Context: an optimization exercise on an open-source flow, tuned for small area, a short achievable clock period and few clock cycles per item. The choices shown serve that exercise and are no tape-out recipe.
At most, simulation tests tie the RTL to the original design; equivalence was not proved.
Only the layout flow was run in runs 4 and 5; the RTL was not checked for function there.
Power is estimated from default activity; no workload was simulated.

--- run.sh ---
#!/bin/bash
# synth_recipe.tcl (not shown) runs the flow's synth.tcl, then flattens the netlist and writes it again
# the make line also repeats each setting of config.mk as NAME=value (left out here)
make -C /OpenROAD-flow-scripts/flow DESIGN_CONFIG=/design/flow/config.mk WORK_HOME=/design/flow/orfs CLKGATE_MAP_FILE= SYNTH_SCRIPT=/design/flow/synth_recipe.tcl finish
--- config.mk ---
export PLATFORM = sky130hd
export DESIGN_NAME = swls_top
export DESIGN_NICKNAME = swls_top
export VERILOG_FILES = /design/flow/design.v
export SDC_FILE = /design/flow/constraint.sdc
export NUM_CORES = 4
export LEC_CHECK = 0
export ABC_CLOCK_PERIOD_IN_PS = 2400
export CAP_MARGIN = 20
export CORE_MARGIN = 2
export CORE_UTILIZATION = 45
export SETUP_SLACK_MARGIN = 2.6
export SLEW_MARGIN = 20
--- constraint.sdc ---
create_clock -name core_clock -period 5.0 [get_ports {clk_i}]
set_input_delay 1.0000 -clock core_clock [delete_from_list [all_inputs] [get_ports {clk_i}]]
set_output_delay 1.0000 -clock core_clock [all_outputs]
set_load 0.01 [all_outputs]
--- design.v ---
package swls_pkg;
  localparam logic [1:0] ACT_PUSH   = 2'd0;
  localparam logic [1:0] ACT_POP    = 2'd1;
  localparam logic [1:0] ACT_SEARCH = 2'd2;
  localparam logic [1:0] STAT_OK    = 2'd0;
  localparam logic [1:0] STAT_EMPTY = 2'd1;
  localparam logic [1:0] STAT_FULL  = 2'd2;
endpackage
module swls_cell #(
  parameter int DATA_WIDTH = 32
) (
  input  logic                  clk_i,
  input  logic                  push_i,
  input  logic                  pop_i,
  input  logic                  hold_i,
  input  logic [DATA_WIDTH-1:0] up_word_i,
  input  logic [DATA_WIDTH-1:0] down_word_i,
  output logic [DATA_WIDTH-1:0] word_o
);
  logic [DATA_WIDTH-1:0] word_q;
  always_ff @(posedge clk_i) begin
    word_q <= ({DATA_WIDTH{push_i}} & up_word_i)
            | ({DATA_WIDTH{pop_i}}  & down_word_i)
            | ({DATA_WIDTH{hold_i}} & word_q);
  end
  assign word_o = word_q;
endmodule
module stack_with_linear_search #(
  parameter int DEPTH      = 16,
  parameter int DATA_WIDTH = 32
) (
  input  logic                  clk_i,
  input  logic                  rst_ni,
  input  logic                  start,
  output logic                  busy,
  input  logic [1:0]            req_action,
  input  logic [DATA_WIDTH-1:0] req_value,
  output logic                  rsp_valid_o,
  output logic [1:0]            rsp_status,
  output logic [DATA_WIDTH-1:0] rsp_popped_value,
  output logic                  rsp_found,
  output logic [3:0]            rsp_found_index,
  output logic [DATA_WIDTH-1:0] rsp_top_value,
  output logic [4:0]            rsp_entry_count,
  output logic                  rsp_is_empty
);
  logic                  v1_q;
  logic [1:0]            act1_q;
  logic [DATA_WIDTH-1:0] val1_q;
  assign busy = 1'b0;
  always_ff @(posedge clk_i or negedge rst_ni) begin
    if (!rst_ni) v1_q <= 1'b0;
    else         v1_q <= start;
  end
  always_ff @(posedge clk_i) begin
    act1_q <= req_action;
    val1_q <= req_value;
  end
  logic [4:0]            count_q;
  logic                  empty_q;
  logic [DEPTH-1:0]      vld;         
  logic [DATA_WIDTH-1:0] words [DEPTH+1];
  logic                  push, pop, hold;
  logic                  is_push, is_pop, is_search;
  logic [DEPTH-1:0]      match;
  for (genvar i = 0; i < DEPTH; i++) begin : g_vld
    assign vld[i] = (count_q > 5'(i));
  end
  assign is_push   = v1_q & (act1_q == swls_pkg::ACT_PUSH);
  assign is_pop    = v1_q & (act1_q == swls_pkg::ACT_POP);
  assign is_search = v1_q & (act1_q == swls_pkg::ACT_SEARCH);
  assign push      = is_push & ~count_q[4];
  assign pop       = is_pop & ~empty_q;
  assign hold      = ~(push | pop);
  assign words[DEPTH] = '0;
  logic [DATA_WIDTH-1:0] top_q, top_d;
  assign top_d = ({DATA_WIDTH{push}} & val1_q)
               | ({DATA_WIDTH{pop & vld[1]}} & words[1])
               | ({DATA_WIDTH{hold}} & top_q);
  always_ff @(posedge clk_i or negedge rst_ni) begin
    if (!rst_ni) top_q <= '0;
    else         top_q <= top_d;
  end
  assign words[0] = top_q;
  for (genvar i = 1; i < DEPTH; i++) begin : g_cell
    swls_cell #(
      .DATA_WIDTH (DATA_WIDTH)
    ) u_cell (
      .clk_i       (clk_i),
      .push_i      (push),
      .pop_i       (pop),
      .hold_i      (hold),
      .up_word_i   (words[i-1]),
      .down_word_i (words[i+1]),
      .word_o      (words[i])
    );
  end
  for (genvar i = 0; i < DEPTH; i++) begin : g_match
    assign match[i] = (words[i] == val1_q) & vld[i] & is_search;
  end
  logic [DEPTH-1:0] first;
  logic [3:0]       index;
  logic             found;
  always_comb begin
    logic seen;
    seen  = 1'b0;
    index = '0;
    for (int i = 0; i < DEPTH; i++) begin
      first[i] = match[i] & ~seen;
      seen     = seen | match[i];
      index    = index | ({4{first[i]}} & (count_q[3:0] - 4'(i + 1)));
    end
  end
  assign found = |match;
  always_ff @(posedge clk_i or negedge rst_ni) begin
    if (!rst_ni) begin
      count_q <= '0;
      empty_q <= 1'b1;
    end else if (push) begin
      count_q <= count_q + 5'd1;
      empty_q <= 1'b0;
    end else if (pop) begin
      count_q <= count_q - 5'd1;
      empty_q <= (count_q == 5'd1);
    end
  end
  logic                  rsp_valid_q;
  logic [1:0]            rsp_status_q;
  logic [DATA_WIDTH-1:0] rsp_popped_q;
  logic                  rsp_found_q;
  logic [3:0]            rsp_index_q;
  always_ff @(posedge clk_i or negedge rst_ni) begin
    if (!rst_ni) rsp_valid_q <= 1'b0;
    else         rsp_valid_q <= v1_q;
  end
  always_ff @(posedge clk_i) begin
    rsp_status_q <= (is_push & count_q[4]) ? swls_pkg::STAT_FULL  :
                    (is_pop & empty_q)     ? swls_pkg::STAT_EMPTY :
                                             swls_pkg::STAT_OK;
    rsp_popped_q <= {DATA_WIDTH{pop}} & words[0];
    rsp_found_q  <= found;
    rsp_index_q  <= index;
  end
  assign rsp_valid_o      = rsp_valid_q;
  assign rsp_status       = rsp_status_q;
  assign rsp_popped_value = rsp_popped_q;
  assign rsp_found        = rsp_found_q;
  assign rsp_found_index  = rsp_index_q;
  assign rsp_top_value    = top_q;
  assign rsp_entry_count  = count_q;
  assign rsp_is_empty     = empty_q;
endmodule
module swls_top (
  input  logic        clk_i,
  input  logic        rst_ni,
  input  logic        start,
  output logic        busy,
  input  logic [1:0]  req_action,
  input  logic [31:0] req_value,
  output logic        rsp_valid_o,
  output logic [1:0]  rsp_status,
  output logic [31:0] rsp_popped_value,
  output logic        rsp_found,
  output logic [3:0]  rsp_found_index,
  output logic [31:0] rsp_top_value,
  output logic [4:0]  rsp_entry_count,
  output logic        rsp_is_empty
);
  stack_with_linear_search #(
    .DEPTH      (16),
    .DATA_WIDTH (32)
  ) u_stack (
    .clk_i            (clk_i),
    .rst_ni           (rst_ni),
    .start            (start),
    .busy             (busy),
    .req_action       (req_action),
    .req_value        (req_value),
    .rsp_valid_o      (rsp_valid_o),
    .rsp_status       (rsp_status),
    .rsp_popped_value (rsp_popped_value),
    .rsp_found        (rsp_found),
    .rsp_found_index  (rsp_found_index),
    .rsp_top_value    (rsp_top_value),
    .rsp_entry_count  (rsp_entry_count),
    .rsp_is_empty     (rsp_is_empty)
  );
endmodule
==> results of run 1 <==
power breakdown:
group	total [uW]	leakage, uW	switching (uW)	internal (uW)
registers	5610	0.00495	484	5120
clock network	4980	0.00108	2060	2910
logic	3710	0.00867	2230	1480
total	14300	0.0147	4770	9510
Yosys cell counts (all sizes together), types with 6 or more instances:
master   number
a22o         32
xor2        237
nand3        21
a21oi        17
a222oi       32
dfrtp        39
clkbuf      159
buf          89
a2111oi       6
xnor2       277
o21ai        15
and2         35
nand4        78
ha           16
a22oi       450
nor2         18
nand2b        8
a31oi         8
inv          41
nor4         67
nor3         24
nand2       930
dfxtp       553
metal layers:
metal	up-vias	wire length (um)	track usage [%]	share of wire (%)
li1	11420	-	-	-
met1	12610	48040	48.59	42
met2	1427	49380	50.75	43
met3	196	12780	8.326	11
met4	2	3636	10.16	3.2
met5	-	16	0	0.014
cell type report:
class                   instances  area, um2  share of cell area [%]
multi-input cells            2341      15320                   45.10
clock buffers                 107       2039                   6.005
well taps                     790      988.4                   2.910
repair buffers                318       3053                   8.988
clock inverters                14      163.9                  0.4826
inverters                      43      205.2                  0.6041
flip-flops and latches        593      12200                   35.91
sequential cells by signal, summed over array words and instances (netlist names):
name                          count
u_stack.val1_q                   32
u_stack.rsp_status_q              2
u_stack.v1_q                      1
u_stack.count_q                   5
u_stack.act1_q                    2
u_stack.rsp_popped_q             32
u_stack.rsp_valid_q               1
u_stack.g_cell.u_cell.word_q    480
u_stack.top_q                    32
u_stack.rsp_found_q               1
u_stack.rsp_index_q               4
u_stack.empty_q                   1
cell families after synthesis:
kind of cell,after synthesis,share of synthesized area [%]
and+or+nand+nor,1212,18.67
adders and majority gates,16,0.7183
AOI/OAI and AO/OA,597,16.37
other,1,0.01345
buffers and inverters,291,4.718
muxes,1,0.04040
xor gates and xnor gates,514,16.15
DFF,593,43.32
critical path: stages (launching register included):
cell and delay, ns:
sky130_fd_sc_hd__dfxtp_4 0.38, sky130_fd_sc_hd__buf_12 0.17, sky130_fd_sc_hd__xnor2_1 0.45, sky130_fd_sc_hd__nand4_1 0.17, sky130_fd_sc_hd__nor3_1 0.41, sky130_fd_sc_hd__nand4_1 0.17, sky130_fd_sc_hd__buf_6 0.19, sky130_fd_sc_hd__nand4_4 0.16
sky130_fd_sc_hd__or2_4 0.17, sky130_fd_sc_hd__o32ai_1 0.10, sky130_fd_sc_hd__a2111oi_2 0.43, sky130_fd_sc_hd__nand4b_1 0.17
repair_timing:
item                                    in CTS  in global routing
pin swaps                                   31                 31
gates resized for setup                    382                 74
buffers inserted                            85                 54
gates cloned                                 1                  4
endpoints found under the setup margin     471                408
final timing paths:
| path | depth (start not counted) | start | to | slack [ns] |
|---|---|---|---|---|
| hold / removal | 0 | u_stack.v1_q | u_stack.rsp_valid_q | 0.41 |
| hold reg to reg | 0 | u_stack.v1_q | u_stack.rsp_valid_q | 0.41 |
| setup reg to reg | 11 | u_stack.val1_q[17] | u_stack.rsp_index_q[3] | 1.85 |
| max in group asynchronous | 2 | rst_ni | u_stack.top_q[14] | 3.93 |
| min in group asynchronous | 2 | rst_ni | u_stack.v1_q | 0.49 |
| setup / recovery | 11 | u_stack.val1_q[17] | u_stack.rsp_index_q[3] | 1.85 |
metrics by stage:
step,cell area [um2],cells
global placement,29470,3940
floorplan,27990,3225
CTS,33170,4148
detailed placement,29480,3941
finish,33970,4206
global route,33970,4206
==> impl_metrics.tcl, run 1 <==
set metrics [dict create \
    cts_sink_cnt 593 \
    final_common_cell "sky130_fd_sc_hd__nand2_1" \
    cts_tree "yes" \
    worstPathArrival_ns 3.61 \
    run_status "finished clean" \
    io_buffer_count 114 \
    fin_tns_setup_ns 0 \
    die_area_um2 63940 \
    route.detailed.vias_per_inst 6.100 \
    fp.coreArea_um2 61480 \
    yosysUniqueCellTypes 67 \
    fmax_mhz 317.2 \
    wl_per_cell_um 27.07 \
    netlist_instances 3225 \
    placement.setup.worst_slack_ns 0.6969 \
    ios 116 \
    p_per_area_nw_per_um2 420.6 \
    critical_path.endpoint_type "register" \
    detailed_place_hpwl_mm 79.03 \
    clock_skew_ns 0.01900 \
    finalWeightedCongestion 0.9836 \
    layout.filler_cells 5599 \
    postRouteAntennaNets 0 \
    die_w_um 252.9 \
    finalHoldViolCount 0 \
    tightestPinTransition_ns 0.7343 \
    clk_pin_slew_ns 0.06 \
    clock_buffers_created_by_tritoncts 67 \
    synth_top_cell_area_share_pct 39.72 \
    setup.worst_path.class "reg2reg" \
    synth_enable_flop_cells 0 \
    synth_area_um2 27870 \
    yosys_register_bits 593 \
    clock_tree.buffer_depth 3 \
    first_pass_grt_wire_length_mm 160.6 \
    finish.net_count 3417 \
    final.setup.worst_slack_ns 1.848 \
    gr-usage-all-layers_pct 34.10 \
    dr.first_iter.drc_count 3560 \
    dr.pass1.iters 9 \
    drc 0 \
    detail_route.wirelength_mm 113.9 \
    mean_post_synth_cell_area_um2 8.642 \
    synth_async_sr_flop_share_pct 6.745 \
    initial_utilization_pct 45.33 \
    synthTopCellsByArea "sky130_fd_sc_hd__dfxtp_1 (40%), sky130_fd_sc_hd__nand2_1 (13%), sky130_fd_sc_hd__a22oi_1 (12%)" \
    p_leak_uw 0.01470 \
    cp_max_fanout 16 \
    ys_seq_area_share_pct 43.32 \
    clock_latency_on_the_worst_skew_pair_ns 0.62 \
    route.vias.total 25660 \
    final_core_utilization_pct 55.24 \
    max_cap_violations 0 \
    syn_nets 3278 \
    yosys_most_used_dff "sky130_fd_sc_hd__dfxtp_1" \
    num_rows 91 \
    ys.warnings.count 4 \
    cp-start-kind "register" \
    grt_antenna_before_repair 6 \
    rsz0062_at_grt "yes" \
    cts.htree.levels 3 \
    final.hold.worst_slack_ns 0.4071 \
    layout.cells.most_common_list "sky130_fd_sc_hd__nand2_1 (926), sky130_fd_sc_hd__dfxtp_1 (528), sky130_fd_sc_hd__a22oi_1 (449), sky130_fd_sc_hd__xnor2_1 (264), sky130_fd_sc_hd__xor2_1 (234)" \
    vdd.ir_drop.worst_mv 0.3462 \
    grt_start_max_net_pins 215 \
    first_global_vias 23070 \
    totalPowerFinal_uw 14290 \
    cts_root_buffer "sky130_fd_sc_hd__clkbuf_16" \
    worst_hold_path_type "reg2reg" \
    post_cts_hold_buffer_count 0 \
    min_period_over_period_pct 63.05 \
    timing.final.crit_period_ns 3.152 \
    final_layout_size_suffix_gt1_share_pct 15.02 \
    overflow 0 \
    die_y_um 252.9 \
    area_delta_synth_final_pct 21.86 \
    synth.largest_area_cell "sky130_fd_sc_hd__dfxtp_1" \
    setup_viol 0 \
    antennaDiodeCount 0 \
    cp_required_ns 5.46 \
    worst_slew_margin_rel_pct 50.88 \
    slew_violations 0 \
]
Testbench counts, summed over its fixed seeds: cycles 16,008, items 16,000.
==> run 2: changes to the inputs <==
--- a/config.mk
+++ b/config.mk
@@ -5,9 +5,9 @@
 export SDC_FILE = /design/flow/constraint.sdc
 export NUM_CORES = 4
 export LEC_CHECK = 0
-export ABC_CLOCK_PERIOD_IN_PS = 2400
+export ABC_CLOCK_PERIOD_IN_PS = 2000
 export CAP_MARGIN = 20
 export CORE_MARGIN = 2
 export CORE_UTILIZATION = 45
-export SETUP_SLACK_MARGIN = 2.6
+export SETUP_SLACK_MARGIN = 3.0
 export SLEW_MARGIN = 20
==> run 2 against run 1 <==
Register-to-register slack got worse by 0.04 ns. Combinational power up 22%. Clock power hardly changed. First-iteration DRC count rose by 25%. Routed wire length grew 16%. Utilization increased by 4.0 points. Count of clock-buffer cells in the layout stayed put. Largest power group unchanged.
==> impl_metrics.tcl, run 2 <==
set metrics [dict create \
    yosys_register_bits 593 \
    first_pass_grt_wire_length_mm 168.8 \
    worst_hold_path_type "reg2reg" \
    die_w_um 252.9 \
    finalWeightedCongestion 0.9836 \
    cts_sink_cnt 593 \
    p_per_area_nw_per_um2 415.8 \
    fin_tns_setup_ns 0 \
    cp-start-kind "register" \
    cp_required_ns 5.47 \
    detailed_place_hpwl_mm 79.03 \
    io_buffer_count 114 \
    synth_common_cells "sky130_fd_sc_hd__nand2_1 (930), sky130_fd_sc_hd__dfxtp_1 (553), sky130_fd_sc_hd__a22oi_1 (450)" \
    final_layout_size_suffix_gt1_share_pct 21.27 \
    tightestPinTransition_ns 0.7505 \
    ys_seq_area_share_pct 43.32 \
    fp.coreArea_um2 61480 \
    yosysUniqueCellTypes 67 \
    mean_post_synth_cell_area_um2 8.642 \
    drc 0 \
    timing.final.crit_period_ns 3.196 \
    path_buf_inv 2 \
    clock_skew_ns 0.01914 \
    p_leak_uw 0.01557 \
    cts_tree "yes" \
    ios 116 \
    netlist_instances 3225 \
    layout.filler_cells 5209 \
    dr.first_iter.drc_count 4462 \
    layout.cells.most_common_list "sky130_fd_sc_hd__nand2_1 (927), sky130_fd_sc_hd__dfxtp_1 (515), sky130_fd_sc_hd__a22oi_1 (367), sky130_fd_sc_hd__xnor2_1 (264), sky130_fd_sc_hd__xor2_1 (234)" \
    cts.htree.levels 3 \
    postRouteAntennaNets 0 \
    clk_pin_slew_ns 0.06 \
    die_y_um 252.9 \
    synth_enable_flop_cells 0 \
    setup.worst_path.class "reg2reg" \
    ys.warnings.count 4 \
    syn_nets 3278 \
    worstPathArrival_ns 3.67 \
    run_status "finished clean" \
    critical_path_most_common_cell "sky130_fd_sc_hd__nand4_1" \
    wl_per_cell_um 30.80 \
    crit_path_cells "buf_8 -> xnor2_1 -> nand4_1 -> nor3_1 -> nand4_1 -> buf_4 -> nand4_4 -> or2_4 -> o32ai_1 -> a2111oi_2 -> nand4b_1" \
    timing.critical_path.slowest_stage_cell "sky130_fd_sc_hd__xnor2_1" \
    cp_max_fanout 16 \
    worst_slew_margin_rel_pct 49.97 \
    largest_reg_flops 480 \
    vdd.ir_drop.worst_mv 0.3905 \
    initial_utilization_pct 45.33 \
    regMostFlops "u_stack.g_cell.u_cell.word_q" \
    finalHoldViolCount 0 \
    finish.net_count 3508 \
    slew_violations 0 \
    num_rows 91 \
    route.vias.total 27310 \
    area_delta_synth_final_pct 30.76 \
    grt_start_max_net_pins 141 \
    clock_buffers_created_by_tritoncts 67 \
    die_area_um2 63940 \
    gr-usage-all-layers_pct 36.02 \
    clock_latency_on_the_worst_skew_pair_ns 0.63 \
    grt_antenna_before_repair 4 \
    max_cap_violations 0 \
    final_common_cell "sky130_fd_sc_hd__nand2_1" \
    synthTopCellsByArea "sky130_fd_sc_hd__dfxtp_1 (40%), sky130_fd_sc_hd__nand2_1 (13%), sky130_fd_sc_hd__a22oi_1 (12%)" \
    overflow 0 \
    detail_route.wirelength_mm 132.4 \
    fmax_mhz 312.9 \
    dr.pass1.iters 8 \
    synth.largest_area_cell "sky130_fd_sc_hd__dfxtp_1" \
    cts_root_buffer "sky130_fd_sc_hd__clkbuf_16" \
    synth_area_um2 27870 \
    rsz0062_at_grt "yes" \
    slowest_delay_ns 0.48 \
    final.hold.worst_slack_ns 0.4181 \
    synth_most_common_cell "sky130_fd_sc_hd__nand2_1" \
    yosys_most_used_dff "sky130_fd_sc_hd__dfxtp_1" \
    synth_top_cell_area_share_pct 39.72 \
    first_global_vias 23750 \
    min_period_over_period_pct 63.93 \
    synth_async_sr_flop_share_pct 6.745 \
    critical_path.endpoint_type "register" \
    critical_path.top_delay_family "simple AND/OR/NAND/NOR gates" \
    setup_viol 0 \
    clock_tree.buffer_depth 3 \
    route.detailed.vias_per_inst 6.353 \
]
run 2: worst paths after layout:
kind / from / end / slack, ns / cells after the start
worst min register to register: u_stack.v1_q / u_stack.rsp_valid_q / 0.42 / 0
worst max register to register: u_stack.val1_q[17] / u_stack.rsp_index_q[3] / 1.80 / 11
worst min-delay path: u_stack.v1_q / u_stack.rsp_valid_q / 0.42 / 0
min in group asynchronous: rst_ni / u_stack.v1_q / 0.49 / 2
max in group asynchronous: rst_ni / u_stack.top_q[14] / 3.91 / 2
worst max-delay path: u_stack.val1_q[17] / u_stack.rsp_index_q[3] / 1.80 / 11
run 2: logic make-up (layout without fill, tap and decap cells):
group,count (synthesis),count (layout),share of synthesized area [%]
flops,593,593,43.32
compound gates,597,597,16.37
other cells,1,2,0.01345
fa+ha+maj,16,16,0.7183
simple gates,1212,1212,18.67
buf+inv,291,573,4.718
mux,1,1,0.04040
xor+xnor,514,514,16.15
run 2: layout make-up:
type | instances | area (um2) | share of cell area (%)
inverters | 43 | 205.2 | 0.5630
multi-input cells | 2341 | 15730 | 43.17
well taps | 790 | 988.4 | 2.712
clock inverters | 14 | 163.9 | 0.4497
flip-flops and latches | 593 | 12210 | 33.50
diodes | 1 | 2.502 | 0.006866
clock buffers | 107 | 2039 | 5.596
repair inverters | 1 | 11.26 | 0.03090
repair buffers | 408 | 5092 | 13.97
run 2: metal layers:
layer | vias to the layer above | part of all wire (%) | global-route usage, %
met4 | 0 | 5.6 | 10.87
li1 | 11640 | - | -
met1 | 13250 | 38 | 50.17
met5 | - | 0 | 0
met3 | 431 | 14 | 9.848
met2 | 1990 | 43 | 54.14
run 2: per-stage QoR:
stage / setup slack [ns] / power [uW] / utilization (%) / std cells / cell area [um2]
after CTS: 1.908 / 14480 / 55.16 / 4192 / 33920
after detailed placement: 0.6969 / 8493 / 47.95 / 3941 / 29480
after floorplan: 2.210 / 7117 / - / 3225 / 27990
final: 1.804 / 15150 / 59.28 / 4298 / 36450
after global routing: 1.762 / 15500 / 59.27 / 4297 / 36440
after global placement: 0.6250 / 8502 / 47.94 / 3940 / 29470
run 2: repair_timing:
item / CTS / global route
pin swaps: 34 / 116
setup endpoints to repair: 633 / 549
buffers inserted: 118 / 41
gates resized for setup: 619 / 227
hold buffers: 0 / 0
cloned: 12 / 64
run 2: worst register-to-register path: cells and delay by family (launching register included):
family / cells / cell delay [ns]
AND/OR/NAND/NOR: 6 / 1.26
AO/OA/AOI/OAI: 2 / 0.52
XOR/XNOR: 1 / 0.49
buffers and inverters: 2 / 0.41
flip-flops: 1 / 0.37
run 2: power by group:
group	total [uW]	switching (uW)	internal [uW]
Sequential	5620	492	5120
Clock	5000	2090	2910
Combinational	4540	2600	1940
==> run 3: changes to the inputs <==
--- a/config.mk
+++ b/config.mk
@@ -5,9 +5,7 @@
 export SDC_FILE = /design/flow/constraint.sdc
 export NUM_CORES = 4
 export LEC_CHECK = 0
-export ABC_CLOCK_PERIOD_IN_PS = 2000
 export CAP_MARGIN = 20
 export CORE_MARGIN = 2
 export CORE_UTILIZATION = 45
-export SETUP_SLACK_MARGIN = 3.0
 export SLEW_MARGIN = 20
==> run 3 against run 2 <==
Critical path depth stayed put. Register-to-register slack worse by 0.81 ns. Die area stayed put. Sequential power increased by 2%. Sequential share of layout area grew 4.3 points. Highest routed layer is now met5. Synthesized cell count stayed put. First-iteration DRC count is 12% lower. Utilization fell by 7.4 points. Maximum frequency down 20%. Worst setup slack got worse by 0.81 ns. Largest power group unchanged.
==> impl_metrics.tcl, run 3 <==
set metrics [dict create \
    synth_top_cell_area_share_pct 39.72 \
    timing.critical_path.slowest_stage_cell "sky130_fd_sc_hd__dfxtp_1" \
    finish.net_count 3298 \
    postRouteAntennaNets 0 \
    grt_antenna_before_repair 4 \
    netlist_instances 3225 \
    area_delta_synth_final_pct 14.46 \
    post_cts_hold_buffer_count 0 \
    worst_setup_path_startpoint "u_stack.val1_q[21]" \
    ys.warnings.count 4 \
    met2_track_demand_over_resource_in_global_routing_pct 49.51 \
    wl_per_cell_um 26.05 \
    synth.largest_area_cell "sky130_fd_sc_hd__dfxtp_1" \
    ys_seq_area_share_pct 43.32 \
    layout.cells.most_common_list "sky130_fd_sc_hd__nand2_1 (930), sky130_fd_sc_hd__dfxtp_1 (553), sky130_fd_sc_hd__a22oi_1 (450), sky130_fd_sc_hd__xnor2_1 (277), sky130_fd_sc_hd__xor2_1 (237)" \
    yosys_most_used_dff "sky130_fd_sc_hd__dfxtp_1" \
    global_route.peak_usage_layer "met2" \
    drc 0 \
    gr-usage-all-layers_pct 32.76 \
    rsz0062_at_grt "no" \
    fmax_mhz 249.6 \
    mean_post_synth_cell_area_um2 8.642 \
    synth_async_sr_flop_share_pct 6.745 \
    synth-compound-area-share_pct 16.37 \
    register_to_register_setup_slack_ns 0.99 \
    clock_latency_on_the_worst_skew_pair_ns 0.63 \
    multiInputGateArea_um2 14520 \
    finalWeightedCongestion 0.9834 \
    worstPathArrival_ns 4.52 \
    synth_common_cells "sky130_fd_sc_hd__nand2_1 (930), sky130_fd_sc_hd__dfxtp_1 (553), sky130_fd_sc_hd__a22oi_1 (450)" \
    synth_most_common_cell "sky130_fd_sc_hd__nand2_1" \
    min_period_over_period_pct 80.13 \
    p_leak_uw 0.01357 \
    die_area_um2 63940 \
    setup.worst_path.class "reg2reg" \
    finalHoldViolCount 0 \
    crit_path_cells "buf_4 -> xor2_1 -> a221o_1 -> nor4_1 -> nand4_1 -> nand3_1 -> nor4_1 -> buf_4 -> a31oi_1 -> o2111ai_1 -> a221o_1" \
    cts_tree "yes" \
    timing.final.crit_period_ns 4.007 \
    largest_reg_flops 480 \
    fin_tns_setup_ns 0 \
    overflow 0 \
    clock_tree.buffer_depth 3 \
    cts_sink_cnt 593 \
    main_combinational_cell_family_by_area_after_synthesis "simple AND/OR/NAND/NOR gates" \
    number_of_logic_stages_on_the_critical_path_including_buffering 11 \
    ios 116 \
    synthTopCellsByArea "sky130_fd_sc_hd__dfxtp_1 (40%), sky130_fd_sc_hd__nand2_1 (13%), sky130_fd_sc_hd__a22oi_1 (12%)" \
    slowest_delay_ns 0.77 \
    yosys.area_share.simple_pct 18.67 \
    detailed_place_hpwl_mm 77.02 \
    critical_path.top_delay_family "simple AND/OR/NAND/NOR gates" \
    io_buffer_count 114 \
    p_per_area_nw_per_um2 425.8 \
    route.detailed.vias_per_inst 6.027 \
    endpoint "u_stack.rsp_index_q[2]" \
    num_rows 91 \
    yosysUniqueCellTypes 67 \
    clock_skew_ns 0.04685 \
    postCtsSetupBuffers 0 \
    regMostFlops "u_stack.g_cell.u_cell.word_q" \
    slew_violations 0 \
    startpoint_of_the_tightest_hold_check_path "u_stack.v1_q" \
    final.setup.worst_slack_ns 0.9935 \
    run_status "finished clean" \
    die_w_um 252.9 \
    final_layout_size_suffix_gt1_share_pct 6.191 \
    yosys_register_bits 593 \
    reg2regPathDepth 11 \
    placement.setup.worst_slack_ns 1.018 \
    layout.filler_cells 5773 \
    cp_required_ns 5.51 \
    initial_utilization_pct 45.33 \
    dr.pass1.iters 9 \
    tightestPinTransition_ns 1.120 \
    dr.first_iter.drc_count 3930 \
    fp.coreArea_um2 61480 \
    syn_nets 3278 \
    cp_max_fanout 8 \
    cts.htree.levels 3 \
    cts_root_buffer "sky130_fd_sc_hd__clkbuf_16" \
    final_common_cell "sky130_fd_sc_hd__nand2_1" \
    globalRouteMet3Util_pct 7.586 \
    synth_enable_flop_cells 0 \
    first_global_vias 22780 \
    ctsResizeCount 0 \
    r2r_end "u_stack.rsp_index_q[2]" \
    die_y_um 252.9 \
    adder_and_majority_cell_fraction_of_the_synthesized_area_pct 0.7183 \
    max_cap_violations 0 \
    synth_area_um2 27870 \
    first_pass_grt_wire_length_mm 155.8 \
    critical_path.endpoint_type "register" \
    clock_buffers_created_by_tritoncts 67 \
    crit-reg2reg-launch "u_stack.val1_q[21]" \
    ff_latch_area_um2 12070 \
    path_buf_inv 2 \
    xor_xnor_cell_area_share_of_the_yosys_netlist_pct 16.15 \
    worst_hold_path_type "reg2reg" \
    worst_slew_margin_rel_pct 25.35 \
    synth.mux.area_fraction_pct 0.04040 \
    cp-start-kind "register" \
    route.vias.total 24630 \
    setup_viol 0 \
    vdd.ir_drop.worst_mv 0.2953 \
    detail_route.wirelength_mm 106.5 \
    clk_pin_slew_ns 0.06 \
    grt_start_max_net_pins 195 \
    use_met1_pct 46.30 \
]
-- run 3: changes by cell type in the layout (fill, tap and decap cells not counted), sizes merged --
cell,previous run,this run
dlymetal6s2s,1,0
bufbuf,1,0
inv,42,46
clkdlybuf4s50,35,113
clkinv,11,13
clkbuf,144,96
clkinvlp,3,0
diode,1,2
bufinv,2,7
buf,334,86
-- run 3: logic make-up after synthesis --
family          count (synthesis)
compound gates                597
fa+ha+maj                      16
simple gates                 1212
flops                         593
other cells                     1
xor+xnor                      514
mux                             1
buf+inv                       291
-- run 3: through the flow --
step,total power [uW],hold slack [ns],utilization (%),area (um2),instances
final,13580,0.4129,51.89,31900,4087
after global routing,14050,0.4521,51.88,31900,4085
after CTS,13600,0.4099,51.87,31890,4085
after detailed placement,8457,0.4005,48.14,29600,3966
after global placement,8468,0.3920,48.14,29600,3966
after floorplan,7044,0.3807,-,27870,3225
-- run 3: worst min-delay path by stage --
stage	cells past startpoint	endpoint	slack, ns
floorplan	0	u_stack.rsp_valid_q	0.38
global placement	0	u_stack.rsp_valid_q	0.39
detailed placement	0	u_stack.rsp_valid_q	0.40
CTS	0	u_stack.rsp_valid_q	0.41
global route	0	u_stack.rsp_valid_q	0.45
finish	0	u_stack.rsp_valid_q	0.41
-- run 3: final cells by class --
cell class / count / share of cell area, %
multi-input combinational: 2341 / 45.51
sequential: 593 / 37.84
clock buffer: 96 / 6.036
timing repair buffer: 199 / 5.836
tap: 790 / 3.098
clock inverter: 23 / 1.153
inverter: 43 / 0.5059
antenna: 2 / 0.01569
-- run 3: layer usage --
| layer | vias to the layer above | part of all wire [%] | wire [um] |
|---|---|---|---|
| met5 | - | 0.017 | 18 |
| met4 | 2 | 2.8 | 2974 |
| met3 | 141 | 11 | 11440 |
| met2 | 1238 | 44 | 46950 |
| met1 | 12070 | 42 | 45070 |
| li1 | 11180 | - | - |
-- run 3: report_power, final --
group	internal (uW)	leakage, uW	switching, uW
Sequential	5090	0.00499	619
Combinational	1010	0.00745	1700
Clock	3070	0.00113	2100
Total	9170	0.0136	4410
==> run 4: changes to the inputs <==
--- a/design.v
+++ b/design.v
@@ -44,38 +44,49 @@
   output logic [4:0]            rsp_entry_count,
   output logic                  rsp_is_empty
 );
-  logic                  v1_q;
-  logic [1:0]            act1_q;
+  logic [DEPTH-1:0]      vld_q;       
+  logic [DATA_WIDTH-1:0] words [DEPTH+1];
+  logic                  push, pop, hold;
+  logic                  v1_q, push1_q, pop1_q, srch1_q;
   logic [DATA_WIDTH-1:0] val1_q;
+  logic [DEPTH-1:0]      eq, match_d, match1_q;
+  logic                  eq_new;
   assign busy = 1'b0;
   always_ff @(posedge clk_i or negedge rst_ni) begin
-    if (!rst_ni) v1_q <= 1'b0;
-    else         v1_q <= start;
+    if (!rst_ni) begin
+      v1_q    <= 1'b0;
+      push1_q <= 1'b0;
+      pop1_q  <= 1'b0;
+      srch1_q <= 1'b0;
+    end else begin
+      v1_q    <= start;
+      push1_q <= start & (req_action == swls_pkg::ACT_PUSH);
+      pop1_q  <= start & (req_action == swls_pkg::ACT_POP);
+      srch1_q <= start & (req_action == swls_pkg::ACT_SEARCH);
+    end
   end
   always_ff @(posedge clk_i) begin
-    act1_q <= req_action;
-    val1_q <= req_value;
+    val1_q   <= req_value;
+    match1_q <= match_d;
   end
-  logic [4:0]            count_q;
-  logic                  empty_q;
-  logic [DEPTH-1:0]      vld;         
-  logic [DATA_WIDTH-1:0] words [DEPTH+1];
-  logic                  push, pop, hold;
-  logic                  is_push, is_pop, is_search;
-  logic [DEPTH-1:0]      match;
-  for (genvar i = 0; i < DEPTH; i++) begin : g_vld
-    assign vld[i] = (count_q > 5'(i));
+  assign eq_new = (val1_q == req_value);
+  for (genvar i = 0; i < DEPTH; i++) begin : g_eq
+    assign eq[i] = (words[i] == req_value);
   end
-  assign is_push   = v1_q & (act1_q == swls_pkg::ACT_PUSH);
-  assign is_pop    = v1_q & (act1_q == swls_pkg::ACT_POP);
-  assign is_search = v1_q & (act1_q == swls_pkg::ACT_SEARCH);
-  assign push      = is_push & ~count_q[4];
-  assign pop       = is_pop & ~empty_q;
-  assign hold      = ~(push | pop);
+  always_comb begin
+    if (push)     match_d = {eq[DEPTH-2:0], eq_new};
+    else if (pop) match_d = {1'b0, eq[DEPTH-1:1]};
+    else          match_d = eq;
+  end
+  logic [4:0] count_q;
+  logic       empty_q;
+  assign push = push1_q & ~vld_q[DEPTH-1];
+  assign pop  = pop1_q & vld_q[0];
+  assign hold = ~(push | pop);
   assign words[DEPTH] = '0;
   logic [DATA_WIDTH-1:0] top_q, top_d;
   assign top_d = ({DATA_WIDTH{push}} & val1_q)
-               | ({DATA_WIDTH{pop & vld[1]}} & words[1])
+               | ({DATA_WIDTH{pop & vld_q[1]}} & words[1])
                | ({DATA_WIDTH{hold}} & top_q);
   always_ff @(posedge clk_i or negedge rst_ni) begin
     if (!rst_ni) top_q <= '0;
@@ -95,35 +106,35 @@
       .word_o      (words[i])
     );
   end
-  for (genvar i = 0; i < DEPTH; i++) begin : g_match
-    assign match[i] = (words[i] == val1_q) & vld[i] & is_search;
+  always_ff @(posedge clk_i or negedge rst_ni) begin
+    if (!rst_ni) begin
+      vld_q   <= '0;
+      count_q <= '0;
+      empty_q <= 1'b1;
+    end else if (push) begin
+      vld_q   <= {vld_q[DEPTH-2:0], 1'b1};
+      count_q <= count_q + 5'd1;
+      empty_q <= 1'b0;
+    end else if (pop) begin
+      vld_q   <= {1'b0, vld_q[DEPTH-1:1]};
+      count_q <= count_q - 5'd1;
+      empty_q <= ~vld_q[1];
+    end
   end
-  logic [DEPTH-1:0] first;
+  logic [DEPTH-1:0] match;
   logic [3:0]       index;
   logic             found;
+  assign match = match1_q & vld_q & {DEPTH{srch1_q}};
   always_comb begin
     logic seen;
     seen  = 1'b0;
     index = '0;
     for (int i = 0; i < DEPTH; i++) begin
-      first[i] = match[i] & ~seen;
-      seen     = seen | match[i];
-      index    = index | ({4{first[i]}} & (count_q[3:0] - 4'(i + 1)));
+      index = index | ({4{match[i] & ~seen}} & (count_q[3:0] - 4'(i + 1)));
+      seen  = seen | match[i];
     end
   end
   assign found = |match;
-  always_ff @(posedge clk_i or negedge rst_ni) begin
-    if (!rst_ni) begin
-      count_q <= '0;
-      empty_q <= 1'b1;
-    end else if (push) begin
-      count_q <= count_q + 5'd1;
-      empty_q <= 1'b0;
-    end else if (pop) begin
-      count_q <= count_q - 5'd1;
-      empty_q <= (count_q == 5'd1);
-    end
-  end
   logic                  rsp_valid_q;
   logic [1:0]            rsp_status_q;
   logic [DATA_WIDTH-1:0] rsp_popped_q;
@@ -134,9 +145,9 @@
     else         rsp_valid_q <= v1_q;
   end
   always_ff @(posedge clk_i) begin
-    rsp_status_q <= (is_push & count_q[4]) ? swls_pkg::STAT_FULL  :
-                    (is_pop & empty_q)     ? swls_pkg::STAT_EMPTY :
-                                             swls_pkg::STAT_OK;
+    rsp_status_q <= (push1_q & vld_q[DEPTH-1]) ? swls_pkg::STAT_FULL  :
+                    (pop1_q & ~vld_q[0])       ? swls_pkg::STAT_EMPTY :
+                                                 swls_pkg::STAT_OK;
     rsp_popped_q <= {DATA_WIDTH{pop}} & words[0];
     rsp_found_q  <= found;
     rsp_index_q  <= index;
--- a/config.mk
+++ b/config.mk
@@ -8,4 +8,5 @@
 export CAP_MARGIN = 20
 export CORE_MARGIN = 2
 export CORE_UTILIZATION = 45
+export SETUP_SLACK_MARGIN = 2.6
 export SLEW_MARGIN = 20
==> run 4 against run 3 <==
Count of clock-buffer cells in the layout is 2 higher. Highest routed layer unchanged. Utilization increased by 1.8 points. Still clean. Largest power group unchanged. Register-to-register slack better by 1.7 ns. Power rose by 23%. Clock skew down 0.032 ns. Sequential share of layout area fell by 0.56 points. Design area is 8.2% higher.
==> impl_metrics.tcl, run 4 <==
set metrics [dict create \
    grt_antenna_before_repair 5 \
    detail_route.wirelength_mm 117.4 \
    cp_max_fanout 13 \
    finalHoldViolCount 0 \
    regMostFlops "u_stack.g_cell.u_cell.word_q" \
    worst_slew_margin_rel_pct 42.00 \
    min_period_over_period_pct 48.29 \
    post_cts_hold_buffer_count 0 \
    p_leak_uw 0.01609 \
    design_area_um2 34530 \
    p_seq_share_pct 42.7 \
    final_common_cell "sky130_fd_sc_hd__nand2_1" \
    die_area_um2 67010 \
    cts_sink_cnt 626 \
    layout.cells.most_common_list "sky130_fd_sc_hd__nand2_1 (1040), sky130_fd_sc_hd__dfxtp_1 (567), sky130_fd_sc_hd__xor2_1 (535), sky130_fd_sc_hd__a22oi_1 (483), sky130_fd_sc_hd__nor4_1 (106)" \
    cts_root_buffer "sky130_fd_sc_hd__clkbuf_16" \
    synth.mux.area_fraction_pct 0.1455 \
    worst_hold_path_type "reg2reg" \
    detailed_place_hpwl_mm 79.27 \
    slew_violations 0 \
    postRouteAntennaNets 0 \
    initial_utilization_pct 45.42 \
    clk_pin_slew_ns 0.06 \
    cts_tree "yes" \
    crit_path_cells "clkdlybuf4s15_2 -> buf_6 -> xor2_1 -> nor4_1 -> nand4_1 -> nor2_2 -> mux2i_1 -> o21ai_0" \
    p_int_uw 10750 \
    max_cap_violations 0 \
    ff_latch_area_um2 12870 \
    placement.setup.worst_slack_ns 0.9985 \
    xor_xnor_cell_area_share_of_the_yosys_netlist_pct 16.54 \
    yosysUniqueCellTypes 62 \
    yosys.area_share.simple_pct 19.72 \
    main_combinational_cell_family_by_area_after_synthesis "simple AND/OR/NAND/NOR gates" \
    clock_tree.buffer_depth 3 \
    multiInputGateArea_um2 15580 \
    clock_buffers_created_by_tritoncts 71 \
    setup_viol 0 \
    route.detailed.vias_per_inst 5.960 \
    fp.coreArea_um2 64350 \
    synth_most_common_cell "sky130_fd_sc_hd__nand2_1" \
    rsz0062_at_grt "yes" \
    synth.largest_area_cell "sky130_fd_sc_hd__dfxtp_1" \
    adder_and_majority_cell_fraction_of_the_synthesized_area_pct 0.4966 \
    tightestPinTransition_ns 0.8669 \
    die_w_um 258.9 \
    drc 0 \
    finalWeightedCongestion 0.9685 \
    grt_start_max_net_pins 148 \
    post_layout_nonfiller_instances 4389 \
    power.share.switching_pct 35.78 \
    mean_post_synth_cell_area_um2 8.556 \
    cp-start-kind "input pin" \
    setup.worst_path.class "in2reg" \
    final.hold.worst_slack_ns 0.3529 \
    wl_per_cell_um 26.75 \
    p_per_area_nw_per_um2 484.7 \
    numPlacedInstances 4194 \
    gr-usage-all-layers_pct 34.04 \
    timing.critical_path.slowest_stage_cell "sky130_fd_sc_hd__nor4_1" \
    synth-compound-area-share_pct 15.32 \
    worstPathArrival_ns 2.97 \
    syn_nets 3464 \
    slowest_delay_ns 0.46 \
    final.setup.worst_slack_ns 2.586 \
    pwr-share-clk_pct 34.1 \
    cp_required_ns 5.55 \
    clock_skew_ns 0.01496 \
    die_y_um 258.9 \
    yosys_register_bits 626 \
    route.vias.total 26160 \
    ios 116 \
    dr.first_iter.drc_count 3044 \
    io_buffer_count 114 \
    first_global_vias 24430 \
    dr.pass1.iters 6 \
    area_delta_synth_final_pct 18.13 \
    synth_area_um2 29230 \
    synth_common_cells "sky130_fd_sc_hd__nand2_1 (1041), sky130_fd_sc_hd__dfxtp_1 (567), sky130_fd_sc_hd__xor2_1 (536)" \
    synth_top_cell_area_share_pct 38.84 \
    net-switching-power_uw 5988 \
    netlist_instances 3416 \
    layout.filler_cells 5933 \
    cts.htree.levels 3 \
    dpl_cell_area_um2 30950 \
    overflow 0 \
    ys.warnings.count 4 \
    yosys_most_used_dff "sky130_fd_sc_hd__dfxtp_1" \
    timing.final.crit_period_ns 2.414 \
    synth_async_sr_flop_share_pct 9.425 \
    first_pass_grt_wire_length_mm 168.8 \
    vdd.ir_drop.worst_mv 0.2483 \
    finish.net_count 3524 \
    ys_seq_area_share_pct 43.89 \
    clock_latency_on_the_worst_skew_pair_ns 0.63 \
    largest_reg_flops 480 \
    fin_tns_setup_ns 0 \
    num_rows 93 \
    p_comb_share_pct 23.2 \
    synth_enable_flop_cells 0 \
    synthTopCellsByArea "sky130_fd_sc_hd__dfxtp_1 (39%), sky130_fd_sc_hd__xor2_1 (16%), sky130_fd_sc_hd__nand2_1 (13%)" \
    final_layout_size_suffix_gt1_share_pct 10.99 \
    fmax_mhz 414.2 \
    critical_path.endpoint_type "register" \
    run_status "finished clean" \
]
-- run 4: cell families (layout without fill, tap and decap cells) --
kind of cell / Yosys count / after routing
mux: 4 / 4
other cells: 1 / 3
simple gates: 1355 / 1357
compound gates: 598 / 598
fa+ha+maj: 11 / 11
flops: 626 / 626
buf+inv: 269 / 383
xor+xnor: 552 / 552
-- run 4: cell type report --
| cell class | instances | area share (%) |
|---|---|---|
| Clock inverter | 31 | 1.363 |
| Antenna cell | 2 | 0.01449 |
| Clock buffer | 98 | 5.997 |
| Timing Repair Buffer | 245 | 7.016 |
| Inverter | 9 | 0.09784 |
| Multi-Input combinational cell | 2523 | 45.13 |
| Tap cell | 855 | 3.098 |
| Sequential cell | 626 | 37.28 |
-- run 4: repair_timing --
action / in CTS / in global routing
endpoints found under the hold margin: 0 / 0
buffers inserted: 37 / 20
gates cloned: 6 / 1
endpoints found under the setup margin: 623 / 347
pin swaps: 16 / 28
resized for setup: 266 / 70
-- run 4: metrics by stage --
stage	power, uW	util, %
after detailed placement	10670	48.10
after global placement	10590	48.12
after CTS	16600	53.15
after floorplan	8876	-
after global routing	17350	53.65
final	16740	53.66
-- run 4: critical path: cells and delay by family --
family	cells	cell delay [ns]
buf+inv	2	0.68
xor+xnor	1	0.16
compound gates	1	0.18
simple gates	3	0.83
mux	1	0.09
-- run 4: routing by layer --
metal	share of wire [%]	track usage (%)
met4	7.8	24.52
met1	40	43.18
met2	45	52.99
met3	6.5	5.047
met5	0.0094	0
-- run 4: power groups by stage --
stage | registers [uW] | logic (uW) | clock network [uW]
2_1_floorplan | 6770 | 2110 | 0
3_3_place_gp | 7300 | 3290 | 0
3_5_place_dp | 7330 | 3340 | 0
4_1_cts | 7090 | 3750 | 5770
5_1_grt | 7210 | 4170 | 5970
6_report | 7140 | 3890 | 5710
-- run 4: path summary, 6_finish.rpt --
check	start	end	slack [ns]	cells after the start
setup / recovery	req_value[9]	u_stack.match1_q[0]	2.59	8
hold / removal	u_stack.v1_q	u_stack.rsp_valid_q	0.35	0
setup reg to reg	u_stack.pop1_q	u_stack.count_q[1]	2.65	4
hold reg to reg	u_stack.v1_q	u_stack.rsp_valid_q	0.35	0
max in group asynchronous	rst_ni	u_stack.top_q[13]	3.57	2
min in group asynchronous	rst_ni	u_stack.count_q[3]	0.45	1
==> run 5: changes to the inputs <==
--- a/config.mk
+++ b/config.mk
@@ -8,5 +8,6 @@
 export CAP_MARGIN = 20
 export CORE_MARGIN = 2
 export CORE_UTILIZATION = 45
+export CTS_BUF_LIST = sky130_fd_sc_hd__clkbuf_4 sky130_fd_sc_hd__clkbuf_8
 export SETUP_SLACK_MARGIN = 2.6
 export SLEW_MARGIN = 20
==> run 5 against run 4 <==
Sequential power about the same. Via count grew 0.98%. Worst setup slack got worse by 0.023 ns. Clock power fell by 11%. Sequential share of layout area up 0.29 points. Combinational power rose by 2%. Synthesized cell count unchanged. Utilization shrank 0.40 points. Critical path type unchanged. Critical endpoint is now u_stack.match1_q[12]. Highest routed layer is now met4.
==> impl_metrics.tcl, run 5 <==
set metrics [dict create \
    run_status "finished clean" \
    fp.coreArea_um2 64350 \
    clk_pin_slew_ns 0.06 \
    dr.first_iter.drc_count 3080 \
    detailed_place_hpwl_mm 79.27 \
    initial_utilization_pct 45.42 \
    largest_reg_flops 480 \
    num_rows 93 \
    route.detailed.vias_per_inst 5.923 \
    gr-usage-all-layers_pct 34.04 \
    synth_async_sr_flop_share_pct 9.425 \
    p_per_area_nw_per_um2 471.1 \
    timing.final.crit_period_ns 2.438 \
    cts.htree.levels 3 \
    dr.pass1.iters 6 \
    die_area_um2 67010 \
    clock_tree.buffer_depth 3 \
    die_y_um 258.9 \
    die_w_um 258.9 \
    wl_per_cell_um 26.17 \
    overflow 0 \
    synthTopCellsByArea "sky130_fd_sc_hd__dfxtp_1 (39%), sky130_fd_sc_hd__xor2_1 (16%), sky130_fd_sc_hd__nand2_1 (13%)" \
    io_buffer_count 114 \
    final_layout_size_suffix_gt1_share_pct 13.60 \
    grt_start_max_net_pins 148 \
    setup_viol 0 \
    area_delta_synth_final_pct 17.25 \
    slowest_delay_ns 0.50 \
    numPlacedInstances 4194 \
    grt_antenna_before_repair 2 \
    regMostFlops "u_stack.g_cell.u_cell.word_q" \
    crit-reg2reg-launch "u_stack.pop1_q" \
    slew_violations 0 \
    register_to_register_setup_slack_ns 2.63 \
    yosysUniqueCellTypes 62 \
    worst_hold_path_type "in2async" \
    ys_seq_area_share_pct 43.89 \
    r2r_end "u_stack.top_q[13]" \
    p_leak_uw 0.01601 \
    critical_path.endpoint_type "register" \
    worst_slew_margin_rel_pct 42.10 \
    reg2regPathDepth 5 \
    cts_sink_cnt 626 \
    adder_and_majority_cell_fraction_of_the_synthesized_area_pct 0.4966 \
    synth.mux.area_fraction_pct 0.1455 \
    layout.cells.most_common_list "sky130_fd_sc_hd__nand2_1 (1040), sky130_fd_sc_hd__dfxtp_1 (567), sky130_fd_sc_hd__xor2_1 (535), sky130_fd_sc_hd__a22oi_1 (482), sky130_fd_sc_hd__clkbuf_8 (143)" \
    mean_post_synth_cell_area_um2 8.556 \
    synth_most_common_cell "sky130_fd_sc_hd__nand2_1" \
    xor_xnor_cell_area_share_of_the_yosys_netlist_pct 16.54 \
    finalWeightedCongestion 0.9685 \
    setup.worst_path.class "in2reg" \
    min_period_over_period_pct 48.75 \
    max_cap_violations 0 \
    syn_nets 3464 \
    first_pass_grt_wire_length_mm 169.5 \
    fin_tns_setup_ns 0 \
    fmax_mhz 410.2 \
    cp-start-kind "input pin" \
    synth_common_cells "sky130_fd_sc_hd__nand2_1 (1041), sky130_fd_sc_hd__dfxtp_1 (567), sky130_fd_sc_hd__xor2_1 (536)" \
    cts_root_buffer "sky130_fd_sc_hd__clkbuf_8" \
    rsz0062_at_grt "yes" \
    tightestPinTransition_ns 0.8606 \
    finalHoldViolCount 0 \
    layout.filler_cells 6001 \
    cts_tree "yes" \
    yosys.area_share.simple_pct 19.72 \
    clock_skew_ns 0.05140 \
    drc 0 \
    synth.largest_area_cell "sky130_fd_sc_hd__dfxtp_1" \
    post_cts_hold_buffer_count 0 \
    first_global_vias 24850 \
    cp_max_fanout 18 \
    synth_area_um2 29230 \
    synth-compound-area-share_pct 15.32 \
    cp_required_ns 5.63 \
    ios 116 \
    worstPathArrival_ns 3.06 \
    netlist_instances 3416 \
    postRouteAntennaNets 0 \
    detail_route.wirelength_mm 116.7 \
    yosys_register_bits 626 \
    timing.critical_path.slowest_stage_cell "sky130_fd_sc_hd__clkdlybuf4s50_1" \
    post_layout_nonfiller_instances 4460 \
    final_common_cell "sky130_fd_sc_hd__nand2_1" \
    crit_path_cells "clkdlybuf4s50_1 -> buf_8 -> xor2_1 -> nor4_2 -> nand4_1 -> nor2_2 -> nand2_1 -> a31oi_1" \
    synth_top_cell_area_share_pct 38.84 \
    ys.warnings.count 4 \
    synth_enable_flop_cells 0 \
    main_combinational_cell_family_by_area_after_synthesis "simple AND/OR/NAND/NOR gates" \
    vdd.ir_drop.worst_mv 0.2035 \
    clock_latency_on_the_worst_skew_pair_ns 0.73 \
    clock_buffers_created_by_tritoncts 109 \
    yosys_most_used_dff "sky130_fd_sc_hd__dfxtp_1" \
    finish.net_count 3564 \
    route.vias.total 26420 \
]
==> run 5: cell types whose count changed in the layout (fill, tap and decap cells not counted), moves of 6 or more <==
cell and change:
sky130_fd_sc_hd__bufinv_16 -10, sky130_fd_sc_hd__clkbuf_8 +127, sky130_fd_sc_hd__clkbuf_1 -10, sky130_fd_sc_hd__buf_2 +17, sky130_fd_sc_hd__buf_4 +6, sky130_fd_sc_hd__clkdlybuf4s15_1 +9, sky130_fd_sc_hd__clkbuf_4 +40, sky130_fd_sc_hd__clkbuf_16 -75
sky130_fd_sc_hd__clkdlybuf4s15_2 +6, sky130_fd_sc_hd__dlygate4sd2_1 -32
==> run 5: per-layer routing <==
metal  GRT usage, %  up-vias  routed length [um]
li1               -    12030                   -
met1          43.05    12710               47130
met2          53.90     1337               52920
met3          4.656      339                7653
met4          23.52        0                9033
met5              0        -                   0
==> run 5: how the worst max path moves through the flow <==
stage / startpoint / end / slack, ns / cells after the start
3_5_place_dp: req_value[20] / u_stack.match1_q[8] / 1.0 / 8
2_1_floorplan: req_value[3] / u_stack.match1_q[0] / 2.59 / 8
3_3_place_gp: req_value[4] / u_stack.match1_q[9] / 1.0 / 7
6_report: req_value[14] / u_stack.match1_q[12] / 2.56 / 8
4_1_cts: u_stack.count_q[3] / rsp_entry_count[3] / 2.56 / 2
5_1_grt: u_stack.pop1_q / u_stack.top_q[20] / 2.54 / 5
==> run 5: final cells by class <==
| type | count | area (um2) | share of cell area, % |
|---|---|---|---|
| Clock inverter | 13 | 86.33 | 0.2519 |
| Inverter | 9 | 33.78 | 0.09858 |
| Tap cell | 855 | 1070 | 3.122 |
| Sequential cell | 626 | 12870 | 37.57 |
| Timing Repair Buffer | 246 | 2332 | 6.806 |
| Multi-Input combinational cell | 2524 | 15580 | 45.47 |
| Clock buffer | 185 | 2283 | 6.663 |
| Antenna cell | 2 | 5.005 | 0.01460 |
==> run 5: logic make-up (layout without fill, tap and decap cells) <==
| group | Yosys count | in the layout |
|---|---|---|
| AND/OR/NAND/NOR | 1355 | 1358 |
| flip-flops | 626 | 626 |
| AO/OA/AOI/OAI | 598 | 598 |
| XOR/XNOR | 552 | 552 |
| buffers and inverters | 269 | 453 |
| adder cells (fa/ha/maj) | 11 | 11 |
| multiplexers | 4 | 4 |
| other | 1 | 3 |
==> run 5: metrics by stage <==
step	instance area, um2	power [uW]	worst slack, ns	hold WS (ns)	util, %
2_1_floorplan	29270	8876	2.586	0.3312	-
3_3_place_gp	30960	10590	0.9964	0.3395	48.12
3_5_place_dp	30950	10670	0.9985	0.3397	48.10
4_1_cts	33970	16030	2.556	0.3297	52.80
5_1_grt	34270	16790	2.545	0.3802	53.26
6_report	34270	16140	2.562	0.3465	53.26
==> run 5: critical path: cells and delay by family <==
| kind | cells | cell delay [ns] |
|---|---|---|
| xor+xnor | 1 | 0.15 |
| compound gates | 1 | 0.23 |
| simple gates | 4 | 0.88 |
| buf+inv | 2 | 0.75 |
==> run 5: power by group <==
group	switching, uW	leakage, uW	total (uW)	internal (uW)
logic	2470	0.00945	3970	1500
registers	1260	0.00528	7120	5860
clock network	2200	0.00127	5060	2860
total	5930	0.0160	16100	10200
==> run 5: timing repair <==
item | CTS | global route
gates resized for setup | 324 | 62
setup buffers | 48 | 11
setup endpoints to repair | 623 | 367
pin swaps | 6 | 13
cloned | 6 | 1
==> run 6: changes to the inputs <==
--- a/design.v
+++ b/design.v
@@ -46,23 +46,42 @@
 );
   logic [DEPTH-1:0]      vld_q;       
   logic [DATA_WIDTH-1:0] words [DEPTH+1];
-  logic                  push, pop, hold;
-  logic                  v1_q, push1_q, pop1_q, srch1_q;
+  logic                  v1_q, push_q, pop_q, hold_q, keep_q, srch1_q;
+  logic [1:0]            status1_q;
   logic [DATA_WIDTH-1:0] val1_q;
   logic [DEPTH-1:0]      eq, match_d, match1_q;
   logic                  eq_new;
+  logic [DEPTH-1:0]      vld_n;
+  logic                  req_push, req_pop, push_d, pop_d;
   assign busy = 1'b0;
+  always_comb begin
+    if (push_q)     vld_n = {vld_q[DEPTH-2:0], 1'b1};
+    else if (pop_q) vld_n = {1'b0, vld_q[DEPTH-1:1]};
+    else            vld_n = vld_q;
+  end
+  assign req_push = start & (req_action == swls_pkg::ACT_PUSH);
+  assign req_pop  = start & (req_action == swls_pkg::ACT_POP);
+  assign push_d   = req_push & ~vld_n[DEPTH-1];
+  assign pop_d    = req_pop & vld_n[0];
   always_ff @(posedge clk_i or negedge rst_ni) begin
     if (!rst_ni) begin
-      v1_q    <= 1'b0;
-      push1_q <= 1'b0;
-      pop1_q  <= 1'b0;
-      srch1_q <= 1'b0;
+      v1_q      <= 1'b0;
+      push_q    <= 1'b0;
+      pop_q     <= 1'b0;
+      hold_q    <= 1'b0;
+      keep_q    <= 1'b0;
+      srch1_q   <= 1'b0;
+      status1_q <= swls_pkg::STAT_OK;
     end else begin
-      v1_q    <= start;
-      push1_q <= start & (req_action == swls_pkg::ACT_PUSH);
-      pop1_q  <= start & (req_action == swls_pkg::ACT_POP);
-      srch1_q <= start & (req_action == swls_pkg::ACT_SEARCH);
+      v1_q      <= start;
+      push_q    <= push_d;
+      pop_q     <= pop_d;
+      hold_q    <= ~(push_d | pop_d);
+      keep_q    <= pop_d & vld_n[1];
+      srch1_q   <= start & (req_action == swls_pkg::ACT_SEARCH);
+      status1_q <= (req_push & vld_n[DEPTH-1]) ? swls_pkg::STAT_FULL  :
+                   (req_pop & ~vld_n[0])       ? swls_pkg::STAT_EMPTY :
+                                                 swls_pkg::STAT_OK;
     end
   end
   always_ff @(posedge clk_i) begin
@@ -74,23 +93,19 @@
     assign eq[i] = (words[i] == req_value);
   end
   always_comb begin
-    if (push)     match_d = {eq[DEPTH-2:0], eq_new};
-    else if (pop) match_d = {1'b0, eq[DEPTH-1:1]};
-    else          match_d = eq;
+    if (push_q)     match_d = {eq[DEPTH-2:0], eq_new};
+    else if (pop_q) match_d = {1'b0, eq[DEPTH-1:1]};
+    else            match_d = eq;
   end
   logic [4:0] count_q;
   logic       empty_q;
-  assign push = push1_q & ~vld_q[DEPTH-1];
-  assign pop  = pop1_q & vld_q[0];
-  assign hold = ~(push | pop);
   assign words[DEPTH] = '0;
-  logic [DATA_WIDTH-1:0] top_q, top_d;
-  assign top_d = ({DATA_WIDTH{push}} & val1_q)
-               | ({DATA_WIDTH{pop & vld_q[1]}} & words[1])
-               | ({DATA_WIDTH{hold}} & top_q);
+  logic [DATA_WIDTH-1:0] top_q;
   always_ff @(posedge clk_i or negedge rst_ni) begin
     if (!rst_ni) top_q <= '0;
-    else         top_q <= top_d;
+    else         top_q <= ({DATA_WIDTH{push_q}} & val1_q)
+                        | ({DATA_WIDTH{keep_q}} & words[1])
+                        | ({DATA_WIDTH{hold_q}} & top_q);
   end
   assign words[0] = top_q;
   for (genvar i = 1; i < DEPTH; i++) begin : g_cell
@@ -98,9 +113,9 @@
       .DATA_WIDTH (DATA_WIDTH)
     ) u_cell (
       .clk_i       (clk_i),
-      .push_i      (push),
-      .pop_i       (pop),
-      .hold_i      (hold),
+      .push_i      (push_q),
+      .pop_i       (pop_q),
+      .hold_i      (hold_q),
       .up_word_i   (words[i-1]),
       .down_word_i (words[i+1]),
       .word_o      (words[i])
@@ -111,14 +126,15 @@
       vld_q   <= '0;
       count_q <= '0;
       empty_q <= 1'b1;
-    end else if (push) begin
-      vld_q   <= {vld_q[DEPTH-2:0], 1'b1};
-      count_q <= count_q + 5'd1;
-      empty_q <= 1'b0;
-    end else if (pop) begin
-      vld_q   <= {1'b0, vld_q[DEPTH-1:1]};
-      count_q <= count_q - 5'd1;
-      empty_q <= ~vld_q[1];
+    end else begin
+      vld_q <= vld_n;
+      if (push_q) begin
+        count_q <= count_q + 5'd1;
+        empty_q <= 1'b0;
+      end else if (pop_q) begin
+        count_q <= count_q - 5'd1;
+        empty_q <= ~vld_q[1];
+      end
     end
   end
   logic [DEPTH-1:0] match;
@@ -145,10 +161,8 @@
     else         rsp_valid_q <= v1_q;
   end
   always_ff @(posedge clk_i) begin
-    rsp_status_q <= (push1_q & vld_q[DEPTH-1]) ? swls_pkg::STAT_FULL  :
-                    (pop1_q & ~vld_q[0])       ? swls_pkg::STAT_EMPTY :
-                                                 swls_pkg::STAT_OK;
-    rsp_popped_q <= {DATA_WIDTH{pop}} & words[0];
+    rsp_status_q <= status1_q;
+    rsp_popped_q <= {DATA_WIDTH{pop_q}} & words[0];
     rsp_found_q  <= found;
     rsp_index_q  <= index;
   end
--- a/config.mk
+++ b/config.mk
@@ -8,6 +8,5 @@
 export CAP_MARGIN = 20
 export CORE_MARGIN = 2
 export CORE_UTILIZATION = 45
-export CTS_BUF_LIST = sky130_fd_sc_hd__clkbuf_4 sky130_fd_sc_hd__clkbuf_8
-export SETUP_SLACK_MARGIN = 2.6
+export SETUP_SLACK_MARGIN = 2.9
 export SLEW_MARGIN = 20
==> run 6 against run 5 <==
Sequential share of layout area up 0.25 points. Final cell count down 13%. Critical endpoint is now rsp_is_empty. Non-clock buffer count up 19. First-iteration DRC count up 69%. Maximum frequency up 6.9%. Clock power up 4%. Sequential power down 4.9%. Sequential cell count up 4. Power down 5.4%. Synthesized cell count down 15%.
==> impl_metrics.tcl, run 6 <==
set metrics [dict create \
    path_buf_inv 1 \
    netlist_instances 2910 \
    net-switching-power_uw 4997 \
    timing.final.crit_period_ns 2.280 \
    ys_seq_area_share_pct 45.21 \
    gr-usage-all-layers_pct 31.15 \
    grt_start_max_net_pins 214 \
    timing.critical_path.slowest_stage_cell "sky130_fd_sc_hd__dfstp_2" \
    p_int_uw 10280 \
    synth_enable_flop_cells 0 \
    die_area_um2 65580 \
    largest_reg_flops 480 \
    area_delta_synth_final_pct 20.16 \
    route.vias.total 24690 \
    cp-start-kind "register" \
    ys.warnings.count 4 \
    setup.worst_path.class "reg2out" \
    yosysUniqueCellTypes 55 \
    vdd.ir_drop.worst_mv 0.2311 \
    worst_slew_margin_rel_pct 38.66 \
    initial_utilization_pct 45.42 \
    cp_max_fanout 2 \
    first_pass_grt_wire_length_mm 153.9 \
    synthTopCellsByArea "sky130_fd_sc_hd__dfxtp_1 (40%), sky130_fd_sc_hd__a222oi_1 (17%), sky130_fd_sc_hd__xor2_1 (14%)" \
    layout.filler_cells 5655 \
    max_cap_violations 0 \
    layout.cells.most_common_list "sky130_fd_sc_hd__dfxtp_1 (564), sky130_fd_sc_hd__inv_1 (491), sky130_fd_sc_hd__a222oi_1 (483), sky130_fd_sc_hd__xor2_1 (447), sky130_fd_sc_hd__buf_4 (117)" \
    clock_skew_ns 0.02281 \
    final_layout_size_suffix_gt1_share_pct 17.36 \
    wl_per_cell_um 27.78 \
    io_buffer_count 114 \
    setup_viol 0 \
    cts.htree.levels 3 \
    die_y_um 256.1 \
    die_w_um 256.1 \
    detailed_place_hpwl_mm 72.33 \
    min_period_over_period_pct 45.61 \
    slew_violations 0 \
    critical_path.top_delay_family "flip-flops" \
    postRouteAntennaNets 0 \
    post_cts_hold_buffer_count 0 \
    crit_path_cells "buf_6" \
    slowest_delay_ns 0.56 \
    ios 116 \
    power.share.switching_pct 32.71 \
    dr.pass1.iters 17 \
    p_leak_uw 0.01684 \
    design_area_um2 34360 \
    synth_most_common_cell "sky130_fd_sc_hd__dfxtp_1" \
    syn_nets 2958 \
    synth_common_cells "sky130_fd_sc_hd__dfxtp_1 (567), sky130_fd_sc_hd__inv_1 (493), sky130_fd_sc_hd__a222oi_1 (483)" \
    synth_async_sr_flop_share_pct 10.00 \
    run_status "finished clean" \
    regMostFlops "u_stack.g_cell.u_cell.word_q" \
    fin_tns_setup_ns 0 \
    rsz0062_at_grt "yes" \
    drc 0 \
    final.setup.worst_slack_ns 2.720 \
    finish.net_count 3043 \
    synth_top_cell_area_share_pct 39.69 \
    final_core_utilization_pct 54.57 \
    finalWeightedCongestion 0.9674 \
    dr.first_iter.drc_count 5214 \
    cts_sink_cnt 630 \
    pwr-share-clk_pct 34.3 \
    fp.coreArea_um2 62970 \
    cts_tree "yes" \
    num_rows 92 \
    p_seq_share_pct 44.3 \
    clk_pin_slew_ns 0.06 \
    route.detailed.vias_per_inst 6.340 \
    tightestPinTransition_ns 0.9201 \
    cp_required_ns 4.00 \
    worstPathArrival_ns 1.28 \
    yosys_most_used_dff "sky130_fd_sc_hd__dfxtp_1" \
    p_comb_share_pct 21.4 \
    yosys_register_bits 630 \
    fmax_mhz 438.5 \
    final_common_cell "sky130_fd_sc_hd__dfxtp_1" \
    clock_latency_on_the_worst_skew_pair_ns 0.62 \
    post_layout_nonfiller_instances 3895 \
    overflow 0 \
    p_per_area_nw_per_um2 444.5 \
    placement.setup.worst_slack_ns 0.9746 \
    worst_hold_path_type "reg2reg" \
    clock_buffers_created_by_tritoncts 71 \
    mean_post_synth_cell_area_um2 9.828 \
    clock_tree.buffer_depth 3 \
    finalHoldViolCount 0 \
    synth_area_um2 28600 \
    numPlacedInstances 3678 \
    detail_route.wirelength_mm 108.2 \
    dpl_cell_area_um2 30330 \
    critical_path.endpoint_type "output port" \
    cts_root_buffer "sky130_fd_sc_hd__clkbuf_16" \
    synth.largest_area_cell "sky130_fd_sc_hd__dfxtp_1" \
    grt_antenna_before_repair 0 \
    first_global_vias 22800 \
]
==> run 6: cell count changes after synthesis, sizes merged, moves of 81 or more <==
| cell | change |
|---|---|
| nand2 | -981 |
| a222oi | +481 |
| xor2 | -83 |
| inv | +484 |
| a22oi | -482 |
| xnor2 | +81 |
==> run 6: area by class of cell <==
class                           count  area [um2]  share of cell area (%)
Clock buffer                      106        2112                   6.146
Tap cell                          846        1059                   3.080
Sequential cell                   630       13000                   37.82
Multi-Input combinational cell   1534       13550                   39.42
Antenna cell                        1       2.502                0.007282
Timing Repair Buffer              265        2579                   7.504
Clock inverter                     20       211.5                  0.6154
Inverter                          493        1858                   5.407
==> run 6: what timing repair did <==
action,CTS,global route
endpoints found under the setup margin,166,379
gates resized for setup,676,95
setup buffers,64,19
gates cloned,4,3
pin swaps,52,72
==> run 6: cell families (layout without fill, tap and decap cells) <==
| family | Yosys count | count (layout) | synth area share, % |
|---|---|---|---|
| buffers and inverters | 746 | 884 | 10.05 |
| DFF | 630 | 630 | 45.21 |
| AOI/OAI and AO/OA | 614 | 614 | 20.12 |
| xor gates and xnor gates | 550 | 550 | 16.84 |
| and+or+nand+nor | 339 | 339 | 6.584 |
| muxes | 19 | 19 | 0.6737 |
| adders and majority gates | 11 | 11 | 0.5075 |
| other | 1 | 2 | 0.01311 |
==> run 6: final timing paths <==
check / cells after the start / slack [ns] / to / startpoint
min reg2reg: 0 / 0.34 / u_stack.rsp_status_q[0] / u_stack.status1_q[0]
max in group asynchronous: 2 / 3.47 / u_stack.vld_q[4] / rst_ni
min in group asynchronous: 1 / 0.50 / u_stack.top_q[1] / rst_ni
max reg2reg: 7 / 2.88 / u_stack.match1_q[0] / u_stack.top_q[6]
max: 1 / 2.72 / rsp_is_empty / u_stack.empty_q
min: 0 / 0.34 / u_stack.rsp_status_q[0] / u_stack.status1_q[0]
==> run 6: stage by stage <==
stage,power (uW),hold slack [ns]
after floorplan,8361,0.3242
after global placement,9545,0.3310
after detailed placement,9606,0.3306
after CTS,15130,0.3447
after global routing,15840,0.3494
final,15280,0.3427
==> run 6: power groups by stage <==
| stage | sequential (uW) | clock (uW) | combinational, uW |
|---|---|---|---|
| floorplan | 6460 | 0 | 1900 |
| global placement | 6900 | 0 | 2650 |
| detailed placement | 6920 | 0 | 2690 |
| CTS | 6720 | 5310 | 3110 |
| global route | 6820 | 5520 | 3500 |
| finish | 6770 | 5240 | 3270 |
==> run 6: layer usage <==
metal,vias to the layer above,GRT usage [%],part of all wire (%)
met5,-,0,0
met4,0,19.72,7.1
met3,274,4.565,7.5
met2,1389,48.76,46
met1,12150,40.38,40
li1,10880,-,-
Testbench counts of run 6, summed over its fixed seeds: cycles 16,008, items 16,000.

## port drivers added, routing unchanged
The results above use ideal ports. As a check the final layouts listed here were re-extracted and re-timed, cells and wires unchanged. Step 1 sets driving cells, clkbuf_16 on the clock port and buf_2 on the other inputs (assumed; they add their load-dependent delay and slew). Step 2 also shifts input and output timing later by t, the mid clock arrival at the registers, as if the neighbouring blocks saw the same clock. Slacks: ideal / step 1 / step 2; pairs: ideal / step 1.
run | t (ns) | setup slack, ns
run 1 | 0.673 | 1.848 / 1.848 / 1.848
run 2 | 0.679 | 1.804 / 1.804 / 1.804
run 3 | 0.673 | 0.993 / 0.993 / 0.993
run 4 | 0.689 | 2.586 / 2.562 / 1.937
run 5 | 0.772 | 2.562 / 2.529 / 1.818
run 6 | 0.667 | 2.720 / 2.660 / 2.196
After both steps setup and hold are still met in every run listed.
